From an optimization exercise on the open Yosys and OpenROAD flow, aimed at small area, a short achievable clock period and few clock cycles per item; shortcuts taken in it are not production practice. At most, simulation tests tie the RTL to the original design; equivalence was not proved.

==> inputs of run a <==
// epoch_seconds_to_calendar_top
module epoch_seconds_to_calendar_top (
  input  wire logic        clk,
  input  wire logic        rst,
  input  wire logic        din_valid,
  output wire logic        din_ready,
  input  wire logic [31:0] din_epoch_seconds,
  output wire logic        dout_valid,
  input  wire logic        dout_ready,
  output wire logic [5:0]  dout_second_of_minute,
  output wire logic [5:0]  dout_minute_of_hour,
  output wire logic [4:0]  dout_hour_of_day,
  output wire logic [2:0]  dout_weekday,
  output wire logic [7:0]  dout_year_offset,
  output wire logic [3:0]  dout_month_number,
  output wire logic [4:0]  dout_day_of_month
);
export LEC_CHECK = 0
export CAP_MARGIN = 20
export CORE_MARGIN = 2
export CORE_UTILIZATION = 40
export SLEW_MARGIN = 20
create_clock -name core_clock -period 11.0 [get_ports {clk}]
standard.sh (not shown) runs the stock make flow with config.mk's settings and CLKGATE_MAP_FILE= SYNTH_SCRIPT=/design/flow/synth_recipe.tcl, a recipe that flattens the netlist after the stock synthesis.
==> flow/flow/run.sh <==
#!/bin/bash
# The standard layout (the standard.sh: ORFS synthesis through finish) with timing repair
# aimed at 5 ns of setup slack, and the port buffers made with buf_1 cells.
set -euo pipefail
bash standard.sh SETUP_SLACK_MARGIN=5 'BUFFER_PORTS_ARGS=-buffer_cell sky130_fd_sc_hd__buf_1' finish > standard_finish.log 2>&1
==> run b: changes against run a <==
--- a/flow/design.v
+++ b/flow/design.v
@@ -145,10 +145,11 @@
   assign s2_rpb = s2_qe[11:0] + s2_l + {10'd0, s2_gb, !s2_gb};
   assign s2_rp  = s2_c ? s2_rpb : s2_rpa;
   logic [6:0]  s2_ha;
   logic [5:0]  s2_he;
   logic [8:0]  s2_l2;
+  logic [8:0]  s2_hr;      
   assign s2_ha = s2_r[10:4];
   assign s2_he[0] = 128'h6cd993264c993264c99b366cd9b366cc >> s2_ha & 1'b1;
   assign s2_he[1] = 128'h70e1e3c78f1e3c78f1e3c78f1e3c78f0 >> s2_ha & 1'b1;
   assign s2_he[2] = 128'h7f01fc07f01fc07f01fc07f01fc07f00 >> s2_ha & 1'b1;
   assign s2_he[3] = 128'h8001fff8001fff8001fff8001fff8000 >> s2_ha & 1'b1;
@@ -161,10 +162,11 @@
   assign s2_l2[4] = 128'hfff80000007ffffff80000003ffffffc >> s2_ha & 1'b1;
   assign s2_l2[5] = 128'h932193264c993264ce64c993264c9930 >> s2_ha & 1'b1;
   assign s2_l2[6] = 128'h1c3e1c3870e1c3870f870e1c3870e1c0 >> s2_ha & 1'b1;
   assign s2_l2[7] = 128'he03fe03f80fe03f80ff80fe03f80fe00 >> s2_ha & 1'b1;
   assign s2_l2[8] = 128'h6ce66ce64c66ce64c664c66ce64c66cc >> s2_ha & 1'b1;
+  assign s2_hr = {s2_r[5:0], r1_lo[6:4]} + s2_l2;
   function automatic logic [2:0] add7(input logic [2:0] a, input logic [2:0] b);
     logic [3:0] t;
     t = {1'b0, a} + {1'b0, b};
     add7 = t[2:0] + {2'd0, t[3]};
   endfunction
@@ -174,13 +176,12 @@
   assign s2_wq = add7(s2_wa, s2_wb);
   logic [11:0] r2_rp;
   logic        r2_c;
   logic [5:0]  r2_q4e;
   logic [5:0]  r2_he;
-  logic [8:0]  r2_l2;
-  logic [5:0]  r2_rl;      
-  logic [6:0]  r2_e;       
+  logic [8:0]  r2_hr;
+  logic [3:0]  r2_e;       
   logic [2:0]  r2_wq;
   logic [11:0] s3_r;       
   logic [6:0]  s3_n;
   logic [2:0]  s3_nn;      
   logic [8:0]  s3_off;
@@ -232,17 +233,15 @@
   end
   logic [2:0] s3_w4;
   logic [2:0] s3_wd;
   assign s3_w4 = add7(r2_wq, {2'd0, r2_c});
   assign s3_wd = (s3_w4 == 3'd7) ? 3'd1 : s3_w4 + 3'd1;
-  logic [8:0]  s3_hr;      
   logic        s3_hc;
   logic [7:0]  s3_hrem;
   logic [5:0]  s3_h1;
-  assign s3_hr   = {r2_rl, r2_e[6:4]} + r2_l2;
-  assign s3_hc   = (s3_hr >= 9'd225);
-  assign s3_hrem = s3_hc ? 8'(s3_hr - 9'd225) : s3_hr[7:0];
+  assign s3_hc   = (r2_hr >= 9'd225);
+  assign s3_hrem = s3_hc ? 8'(r2_hr - 9'd225) : r2_hr[7:0];
   assign s3_h1   = r2_he + {5'd0, s3_hc};
   logic [9:0]  s3_z;       
   assign s3_z = {s3_hrem, r2_e[3:2]};
   logic [6:0]  s3_ma;
   logic [5:0]  s3_me;
@@ -315,13 +314,12 @@
       r1_lo    <= din_epoch_seconds[17:0];
       r2_rp    <= s2_rp;
       r2_c     <= s2_c;
       r2_q4e   <= s2_q4e;
       r2_he    <= s2_he;
-      r2_l2    <= s2_l2;
-      r2_rl    <= s2_r[5:0];
-      r2_e     <= r1_lo[6:0];
+      r2_hr    <= s2_hr;
+      r2_e     <= r1_lo[3:0];
       r2_wq    <= s2_wq;
       r3_dl    <= s3_doy[4:0];
       r3_mp    <= s3_mp;
       r3_ya    <= s3_ya;
       r3_wd    <= s3_wd;
==> flow/run.sh (new file) <==
#!/bin/bash
# synth_recipe.tcl (not shown) runs the flow's synth.tcl, then flattens the netlist and writes it again
# the make line also repeats each setting of config.mk as NAME=value (left out here)
make -C /OpenROAD-flow-scripts/flow DESIGN_CONFIG=/design/flow/config.mk WORK_HOME=/design/flow/orfs CLKGATE_MAP_FILE= SYNTH_SCRIPT=/design/flow/synth_recipe.tcl finish
- SETUP_SLACK_MARGIN: unset -> 5
removed: flow/flow/run.sh
removed: flow/standard.sh
==> metrics.log <==
INFO  metric outcome = complete, no violations
INFO  metric clock_latency = 440 ps
INFO  metric post_synth_most_frequent_cells = 206 x sky130_fd_sc_hd__ha_1, 144 x sky130_fd_sc_hd__nand2_1, 142 x sky130_fd_sc_hd__inv_1
INFO  metric fraction_of_the_core_area_covered_by_cells_at_the_end_of_the_flow = 49.5%
INFO  metric seq_cell_count = 116
INFO  metric drt-vias-per-instance = around 5.6
INFO  metric first_global_vias = 11.9k
INFO  metric dr.first_iter.drc_count = between 800 and 900
INFO  metric synth.cell_area = between 0.01 and 0.015 mm^2
INFO  metric synth_adder_area_share = about a quarter
INFO  metric timing.reg2reg.setup_slack = 4910 ps
INFO  metric yosys.area_share.simple = between 10 and 15%
INFO  metric timing.hold.worst_endpoint = r3_s[1]
INFO  metric seq_area = about 0.0035 mm^2
INFO  metric num-nonclk-inverters = between 100 and 150
the above is filed under run b

==> metrics.log <==
INFO  metric outcome = complete, no violations
INFO  metric synth_adder_area_share = 23.3%
INFO  metric yosys.area_share.simple = 13.5%
INFO  metric synth.cell_area = 0.0154 mm^2
INFO  metric clock_latency = ~450 ps
INFO  metric dr.first_iter.drc_count = 980
INFO  metric num-nonclk-inverters = 154
INFO  metric first_global_vias = between 10k and 15k
INFO  metric post_synth_most_frequent_cells = 201 x sky130_fd_sc_hd__ha_1, 150 x sky130_fd_sc_hd__inv_1, 144 x sky130_fd_sc_hd__nand2_1
INFO  metric seq_cell_count = 124
INFO  metric drt-vias-per-instance = 5.68
INFO  metric timing.hold.worst_endpoint = r2_e[1]
INFO  metric fraction_of_the_core_area_covered_by_cells_at_the_end_of_the_flow = 45.2%
the above is filed under run a

Testbench counts of run a, summed over its fixed seeds: cycles 8,024, items 8,000.
Testbench counts of run b, summed over its fixed seeds: cycles 8,024, items 8,000.

* * *

==> 04-02 <==
epoch_seconds_to_calendar_top, a different RTL version from the one above (not shown whole).
==> flow/config.mk <==
export PLATFORM = sky130hd
export DESIGN_NAME = epoch_seconds_to_calendar_top
export DESIGN_NICKNAME = epoch_seconds_to_calendar_top
export VERILOG_FILES = /design/flow/design.v
export SDC_FILE = /design/flow/constraint.sdc
export NUM_CORES = 4
export LEC_CHECK = 0
export CAP_MARGIN = 20
export CORE_MARGIN = 2
export CORE_UTILIZATION = 40
export SETUP_SLACK_MARGIN = 5
export SLEW_MARGIN = 20
==> flow/constraint.sdc <==
create_clock -name core_clock -period 11.0 [get_ports {clk}]
set_input_delay 2.2000 -clock core_clock [delete_from_list [all_inputs] [get_ports {clk}]]
set_output_delay 2.2000 -clock core_clock [all_outputs]
set_load 0.01 [all_outputs]
run.sh (not shown) runs the stock make flow with config.mk's settings and CLKGATE_MAP_FILE= SYNTH_SCRIPT=/design/flow/synth_recipe.tcl, a recipe that flattens the netlist after the stock synthesis.
Stock flow here: none of the scripts above is used.
==> inputs of 03-06, as changes to 04-02 <==
--- a/flow/design.v
+++ b/flow/design.v
@@ -105,93 +105,100 @@
   assign c3 = ((s2 & c2) | (s2 & a4) | (c2 & a4)) << 1;
   logic [18:0] p0;
   assign p0 = s3 + c3;
   logic [15:0] r1_qe;
   logic [17:0] r1_lo;      
   logic [10:0] s2_r;       
   logic        s2_c;       
-  logic        s2_g;       
-  logic [5:0]  r1_qb;
+  logic [4:0]  r1_qb;
   logic [5:0]  s2_q4e;
-  logic [11:0] s2_l;
+  logic [10:0] s2_l;
   logic [11:0] s2_rp;
   logic [15:0] s2_qe;
   assign s2_qe  = r1_qe;
   assign s2_r   = r1_lo[17:7] - ({s2_qe[1:0], 9'd0} + {s2_qe[3:0], 7'd0} + {s2_qe[5:0], 5'd0}
                                  + {s2_qe[9:0], 1'd0} + s2_qe[10:0]);
   assign s2_c   = (s2_r >= 11'd675);
-  assign s2_g   = (s2_qe >= 16'd47541) || ((s2_qe == 16'd47540) && s2_c);
-  assign r1_qb  = s2_qe[15:10];
-  assign s2_q4e[0] = 64'h6da4b6d24b6d24b6 >> r1_qb & 1'b1;
-  assign s2_q4e[1] = 64'h71c738e38c71c738 >> r1_qb & 1'b1;
-  assign s2_q4e[2] = 64'h81f83f03f07e07c0 >> r1_qb & 1'b1;
-  assign s2_q4e[3] = 64'hfe003ffc007ff800 >> r1_qb & 1'b1;
-  assign s2_q4e[4] = 64'h00003fffff800000 >> r1_qb & 1'b1;
-  assign s2_q4e[5] = 64'hffffc00000000000 >> r1_qb & 1'b1;
-  assign s2_l[0] = 64'h925b492db492db49 >> r1_qb & 1'b1;
-  assign s2_l[1] = 64'h8e38c71c738e38c7 >> r1_qb & 1'b1;
-  assign s2_l[2] = 64'h13a3762e44ecdc89 >> r1_qb & 1'b1;
-  assign s2_l[3] = 64'h7198cee2339dc447 >> r1_qb & 1'b1;
-  assign s2_l[4] = 64'h62237733bb111889 >> r1_qb & 1'b1;
-  assign s2_l[5] = 64'h7c3c783c3c1e1f0e >> r1_qb & 1'b1;
-  assign s2_l[6] = 64'h1264c912748d3b46 >> r1_qb & 1'b1;
-  assign s2_l[7] = 64'h9c4771dc4711dc77 >> r1_qb & 1'b1;
-  assign s2_l[8] = 64'he0787e1f87e1e078 >> r1_qb & 1'b1;
-  assign s2_l[9] = 64'h9224c9324c9324c9 >> r1_qb & 1'b1;
-  assign s2_l[10] = 64'he3b88e2388e2388e >> r1_qb & 1'b1;
-  assign s2_l[11] = 64'h6e6446ee446ee446 >> r1_qb & 1'b1;
-  assign s2_rp  = s2_qe[11:0] + s2_l + {11'd0, s2_g} + {11'd0, s2_c};
+  logic        s2_ga, s2_gb;
+  assign s2_ga  = (s2_qe >= 16'd47541);
+  assign s2_gb  = (s2_qe >= 16'd47540);
+  assign r1_qb  = s2_qe[15:11];
+  assign s2_q4e[0] = 32'hb26c9b26 >> r1_qb & 1'b1;
+  assign s2_q4e[1] = 32'hdb492db4 >> r1_qb & 1'b1;
+  assign s2_q4e[2] = 32'h1c71ce38 >> r1_qb & 1'b1;
+  assign s2_q4e[3] = 32'he07e0fc0 >> r1_qb & 1'b1;
+  assign s2_q4e[4] = 32'h007ff000 >> r1_qb & 1'b1;
+  assign s2_q4e[5] = 32'hff800000 >> r1_qb & 1'b1;
+  assign s2_l[0] = 32'h4d9364d9 >> r1_qb & 1'b1;
+  assign s2_l[1] = 32'h24b6d24b >> r1_qb & 1'b1;
+  assign s2_l[2] = 32'h51e2aae1 >> r1_qb & 1'b1;
+  assign s2_l[3] = 32'hd4a857ab >> r1_qb & 1'b1;
+  assign s2_l[4] = 32'h81f55541 >> r1_qb & 1'b1;
+  assign s2_l[5] = 32'he6c66672 >> r1_qb & 1'b1;
+  assign s2_l[6] = 32'h4a94e35a >> r1_qb & 1'b1;
+  assign s2_l[7] = 32'h6bdeb5ef >> r1_qb & 1'b1;
+  assign s2_l[8] = 32'h8ce7398c >> r1_qb & 1'b1;
+  assign s2_l[9] = 32'h4294a529 >> r1_qb & 1'b1;
+  assign s2_l[10] = 32'h94210842 >> r1_qb & 1'b1;
+  logic [11:0] s2_rpa, s2_rpb;
+  assign s2_rpa = {1'b0, s2_qe[10:0]} + {1'b0, s2_l} + {11'd0, s2_ga};
+  assign s2_rpb = {1'b0, s2_qe[10:0]} + {1'b0, s2_l} + {10'd0, s2_gb, !s2_gb};
+  assign s2_rp  = ({12{s2_c}} & s2_rpb) | ({12{!s2_c}} & s2_rpa);
   function automatic logic [2:0] add7(input logic [2:0] a, input logic [2:0] b);
     logic [3:0] t;
     t = {1'b0, a} + {1'b0, b};
     add7 = t[2:0] + {2'd0, t[3]};
   endfunction
   logic [2:0] s2_wa, s2_wb, s2_wq;
   assign s2_wa = add7(add7(s2_qe[2:0], s2_qe[5:3]), s2_qe[8:6]);
   assign s2_wb = add7(add7(s2_qe[11:9], s2_qe[14:12]), 3'd4 + {2'd0, s2_qe[15]});
   assign s2_wq = add7(s2_wa, s2_wb);
   logic [11:0] r2_rp;
   logic        r2_c;
   logic [5:0]  r2_q4e;
   logic [10:0] r2_r;       
-  logic [6:0]  r2_e;
+  logic [6:0]  r2_e;       
   logic [2:0]  r2_wq;
   logic [11:0] s3_r;       
-  logic [6:0]  s3_n;
-  logic [2:0]  s3_nn;      
+  logic [8:0]  s3_n;
+  logic [3:0]  s3_nn;      
   logic [8:0]  s3_off;
   logic [8:0]  s3_doy;
   logic [7:0]  s3_ya;      
   assign s3_r = r2_rp;
   assign s3_n[0] = (s3_r >= 12'd365);
   assign s3_n[1] = (s3_r >= 12'd730);
   assign s3_n[2] = (s3_r >= 12'd1095);
   assign s3_n[3] = (s3_r >= 12'd1461);
   assign s3_n[4] = (s3_r >= 12'd1826);
   assign s3_n[5] = (s3_r >= 12'd2191);
   assign s3_n[6] = (s3_r >= 12'd2556);
+  assign s3_n[7] = (s3_r >= 12'd2922);
+  assign s3_n[8] = (s3_r >= 12'd3287);
   always_comb begin
-    s3_nn = 3'd0;
-    for (int i = 0; i < 7; i++) if (s3_n[i]) s3_nn = 3'(i + 1);
+    s3_nn = 4'd0;
+    for (int i = 0; i < 9; i++) if (s3_n[i]) s3_nn = 4'(i + 1);
   end
   always_comb begin
     case (s3_nn)
-      3'd0: s3_off = 9'd0;
-      3'd1: s3_off = 9'd365;
-      3'd2: s3_off = 9'd218;
-      3'd3: s3_off = 9'd71;
-      3'd4: s3_off = 9'd437;
-      3'd5: s3_off = 9'd290;
-      3'd6: s3_off = 9'd143;
-      3'd7: s3_off = 9'd508;
+      4'd0: s3_off = 9'd0;
+      4'd1: s3_off = 9'd365;
+      4'd2: s3_off = 9'd218;
+      4'd3: s3_off = 9'd71;
+      4'd4: s3_off = 9'd437;
+      4'd5: s3_off = 9'd290;
+      4'd6: s3_off = 9'd143;
+      4'd7: s3_off = 9'd508;
+      4'd8: s3_off = 9'd362;
+      4'd9: s3_off = 9'd215;
       default: s3_off = 9'd0;
     endcase
   end
   assign s3_doy = s3_r[8:0] - s3_off;
-  assign s3_ya  = {r2_q4e, 2'd0} + {5'd0, s3_nn} - 8'd2;
+  assign s3_ya  = {r2_q4e, 2'd0} + {4'd0, s3_nn} - 8'd2;
   logic [11:1] t;
   logic [3:0]  s3_mp;
     assign t[1] = (s3_doy >= 9'd31);
   assign t[2] = (s3_doy >= 9'd61);
   assign t[3] = (s3_doy >= 9'd92);
   assign t[4] = (s3_doy >= 9'd122);
   assign t[5] = (s3_doy >= 9'd153);
@@ -208,18 +215,14 @@
   logic [2:0] s3_w4;
   logic [2:0] s3_wd;
   assign s3_w4 = add7(r2_wq, {2'd0, r2_c});
   assign s3_wd = (s3_w4 == 3'd7) ? 3'd1 : s3_w4 + 3'd1;
   logic [6:0]  s3_ha;
   logic [5:0]  s3_he;
   logic [8:0]  s3_l2;
-  logic [8:0]  s3_hr;      
-  logic        s3_hc;
-  logic [7:0]  s3_hrem;
-  logic [5:0]  s3_h1;
   assign s3_ha = r2_r[10:4];
   assign s3_he[0] = 128'h6cd993264c993264c99b366cd9b366cc >> s3_ha & 1'b1;
   assign s3_he[1] = 128'h70e1e3c78f1e3c78f1e3c78f1e3c78f0 >> s3_ha & 1'b1;
   assign s3_he[2] = 128'h7f01fc07f01fc07f01fc07f01fc07f00 >> s3_ha & 1'b1;
   assign s3_he[3] = 128'h8001fff8001fff8001fff8001fff8000 >> s3_ha & 1'b1;
   assign s3_he[4] = 128'h0001ffffffe0000001ffffffe0000000 >> s3_ha & 1'b1;
   assign s3_he[5] = 128'h0001fffffffffffffe00000000000000 >> s3_ha & 1'b1;
@@ -228,44 +231,40 @@
   assign s3_l2[2] = 128'h03f80fe03f80fe03f807f01fc07f01fc >> s3_ha & 1'b1;
   assign s3_l2[3] = 128'hfff8001fff8001fff8000fffc000fffc >> s3_ha & 1'b1;
   assign s3_l2[4] = 128'hfff80000007ffffff80000003ffffffc >> s3_ha & 1'b1;
   assign s3_l2[5] = 128'h932193264c993264ce64c993264c9930 >> s3_ha & 1'b1;
   assign s3_l2[6] = 128'h1c3e1c3870e1c3870f870e1c3870e1c0 >> s3_ha & 1'b1;
   assign s3_l2[7] = 128'he03fe03f80fe03f80ff80fe03f80fe00 >> s3_ha & 1'b1;
   assign s3_l2[8] = 128'h6ce66ce64c66ce64c664c66ce64c66cc >> s3_ha & 1'b1;
+  logic [8:0]  s3_hr;      
+  logic        s3_hc;
+  logic [7:0]  s3_hrem;
+  logic [5:0]  s3_h1;
   assign s3_hr   = {r2_r[5:0], r2_e[6:4]} + s3_l2;
   assign s3_hc   = (s3_hr >= 9'd225);
   assign s3_hrem = s3_hc ? 8'(s3_hr - 9'd225) : s3_hr[7:0];
   assign s3_h1   = s3_he + {5'd0, s3_hc};
   logic [9:0]  s3_z;       
   assign s3_z = {s3_hrem, r2_e[3:2]};
   logic [6:0]  s3_ma;
   logic [5:0]  s3_me;
-  logic [4:0]  s3_l3;
-  logic [4:0]  s3_mr;      
   assign s3_ma = s3_z[9:3];
   assign s3_me[0] = 128'hcc999933326664ccc999933326664ccc >> s3_ma & 1'b1;
   assign s3_me[1] = 128'hf0e1e1c3c387870f0e1e1c3c387870f0 >> s3_ma & 1'b1;
   assign s3_me[2] = 128'h00fe01fc03f807f00fe01fc03f807f00 >> s3_ma & 1'b1;
   assign s3_me[3] = 128'h00fffe0003fff8000fffe0003fff8000 >> s3_ma & 1'b1;
   assign s3_me[4] = 128'h00fffffffc0000000fffffffc0000000 >> s3_ma & 1'b1;
   assign s3_me[5] = 128'h00fffffffffffffff000000000000000 >> s3_ma & 1'b1;
-  assign s3_l3[0] = 128'hcc999933326664ccc999933326664ccc >> s3_ma & 1'b1;
-  assign s3_l3[1] = 128'hf0e1e1c3c387870f0e1e1c3c387870f0 >> s3_ma & 1'b1;
-  assign s3_l3[2] = 128'h00fe01fc03f807f00fe01fc03f807f00 >> s3_ma & 1'b1;
-  assign s3_l3[3] = 128'h00fffe0003fff8000fffe0003fff8000 >> s3_ma & 1'b1;
-  assign s3_l3[4] = 128'hcc6666ccce6664ccc6666ccce6664ccc >> s3_ma & 1'b1;
-  assign s3_mr = s3_z[4:0] + s3_l3;
   logic [4:0]  r3_dl;      
   logic [3:0]  r3_mp;
   logic [7:0]  r3_ya;
   logic [2:0]  r3_wd;
   logic [4:0]  r3_h;
   logic [5:0]  r3_me;
-  logic [4:0]  r3_mr;
+  logic [4:0]  r3_zl;      
   logic [1:0]  r3_s;
   logic [4:0]  s4_cum;     
   logic [3:0]  s4_month;
   always_comb begin
     case (r3_mp)
       4'd0: begin s4_cum = 5'd31; s4_month = 4'd3; end
       4'd1: begin s4_cum = 5'd30; s4_month = 4'd4; end
@@ -278,18 +277,20 @@
       4'd8: begin s4_cum = 5'd20; s4_month = 4'd11; end
       4'd9: begin s4_cum = 5'd18; s4_month = 4'd12; end
       4'd10: begin s4_cum = 5'd17; s4_month = 4'd1; end
       4'd11: begin s4_cum = 5'd16; s4_month = 4'd2; end
       default: begin s4_cum = 5'd0; s4_month = 4'd0; end
     endcase
   end
+  logic [4:0]  s4_mr;      
   logic        s4_mc;
-  assign s4_mc = (r3_mr >= 5'd15);
+  assign s4_mr = r3_zl + {r3_me[4] ^ r3_me[0], r3_me[3:0]};    
+  assign s4_mc = (s4_mr >= 5'd15);
   assign dout_valid            = v3;
-  assign dout_second_of_minute = {(s4_mc ? 4'(r3_mr - 5'd15) : r3_mr[3:0]), r3_s};
+  assign dout_second_of_minute = {(s4_mc ? 4'(s4_mr - 5'd15) : s4_mr[3:0]), r3_s};
   assign dout_minute_of_hour   = r3_me + {5'd0, s4_mc};
   assign dout_hour_of_day      = r3_h;
   assign dout_weekday          = r3_wd;
   assign dout_year_offset      = r3_ya + {7'd0, r3_mp >= 4'd10};
   assign dout_month_number     = s4_month;
   assign dout_day_of_month     = r3_dl - s4_cum;
   always_ff @(posedge clk) begin
@@ -315,13 +316,13 @@
       r2_wq    <= s2_wq;
       r3_dl    <= s3_doy[4:0];
       r3_mp    <= s3_mp;
       r3_ya    <= s3_ya;
       r3_wd    <= s3_wd;
       r3_h     <= (s3_h1 >= 6'd24) ? 5'(s3_h1 - 6'd24) : s3_h1[4:0];
       r3_me    <= s3_me;
-      r3_mr    <= s3_mr;
+      r3_zl    <= s3_z[4:0];
       r3_s     <= r2_e[1:0];
     end
   end
 endmodule
 `default_nettype wire
==> flow/flow/run.sh (new file) <==
#!/bin/bash
# The standard layout (the standard.sh: ORFS synthesis through finish) with timing repair
# aimed at 5 ns of setup slack, and the port buffers made with buf_1 cells.
set -euo pipefail
bash standard.sh SETUP_SLACK_MARGIN=5 'BUFFER_PORTS_ARGS=-buffer_cell sky130_fd_sc_hd__buf_1' finish > standard_finish.log 2>&1
==> flow/standard.sh (new file) <==
#!/bin/bash
# synth_recipe.tcl (not shown) runs the flow's synth.tcl, then flattens the netlist and writes it again
# the make line also repeats each setting of config.mk as NAME=value (left out here)
make -C /OpenROAD-flow-scripts/flow DESIGN_CONFIG=/design/flow/config.mk WORK_HOME=/design/flow/orfs CLKGATE_MAP_FILE= SYNTH_SCRIPT=/design/flow/synth_recipe.tcl "${@:-finish}"
==> flow/config.mk (replaced) <==
export PLATFORM = sky130hd
export DESIGN_NAME = epoch_seconds_to_calendar_top
export DESIGN_NICKNAME = epoch_seconds_to_calendar_top
export VERILOG_FILES = /design/flow/design.v
export SDC_FILE = /design/flow/constraint.sdc
export NUM_CORES = 4
export LEC_CHECK = 0
export CAP_MARGIN = 20
export CORE_MARGIN = 2
export CORE_UTILIZATION = 55
export SLEW_MARGIN = 20
removed: flow/run.sh
==> comparison table <==
| metric | 04-02 | 03-06 |
|---|---|---|
| First-pass GRT wire length | 60010 microns | 49670 microns |
| Count of non-CTS inverters in the layout | 157 | 165 |
| Gpl congestion | 0.8476 | 0.8849 |
| Post-layout minimum cycle time | 6.607 ns | 5.842 ns |
| Die Y | 195.1 microns | 162.8 microns |
| Metal2 WL | 17890 microns | 14520 microns |
| Routed wire per std cell | 16.23 microns | 15.74 microns |
| Required time at the endpoint of the critical path | 11.30 ns | 11.17 ns |
| Maximum clock rate | 151.4 MHz | 171.2 MHz |
| Number of non-clock buffers | 189 | 103 |
| Number of instances in the synthesized netlist | 1651 | 1500 |
| Headroom to the max-slew limit | 35.45% | 32.99% |
| Post-layout util | 50.25% | 61.56% |
| CTS clock-pin slew for the worst setup and hold paths | 0.07 ns | 0.06 ns |
| Cell with the biggest individual delay on the critical path | sky130_fd_sc_hd__or4_1 | sky130_fd_sc_hd__or3b_4 |
| Final design area excluding fillers | 17960 sq um | 15370 sq um |
| Status | finished clean | finished clean |
Testbench counts of 03-06, summed over its fixed seeds: cycles 8,024, items 8,000.
Only the layout flow was run in 04-02; the RTL was not checked for function there.

[separate check: timing with driven ports]
Ports are ideal in the flow. The routed layouts listed here were re-timed in OpenROAD. Step 1 assumes that a clkbuf_16 drives the clock port and a buf_2 every other input. Step 2 times the ports against the registers' clock, not the clock port: input delays grow and output delays shrink by t, the midpoint of the rising clock arrivals with the driver on. Three values: ideal, step 1, step 2; two values: the first two.
run	t (ns)	setup WS [ns]	hold WS [ns]	latest minus earliest clock arrival (ns)	pins driven straight from the clock port
run a	0.496	5.093 / 5.108 / 4.612	0.429 / 0.429 / 0.429	0.012 / 0.012	1
run b	0.485	4.915 / 4.915 / 4.616	0.417 / 0.417 / 0.417	0.016 / 0.016	1
04-02	0.487	4.393 / 4.393 / 4.393	0.421 / 0.421 / 0.421	0.019 / 0.019	1
03-06	0.468	5.158 / 5.158 / 4.839	0.417 / 0.417 / 0.417	0.014 / 0.014	1
After both steps setup and hold are still met in every run listed. The setup slack of run a, which loses most, moves by +0.015 ns with the drivers and by -0.481 ns with both steps.
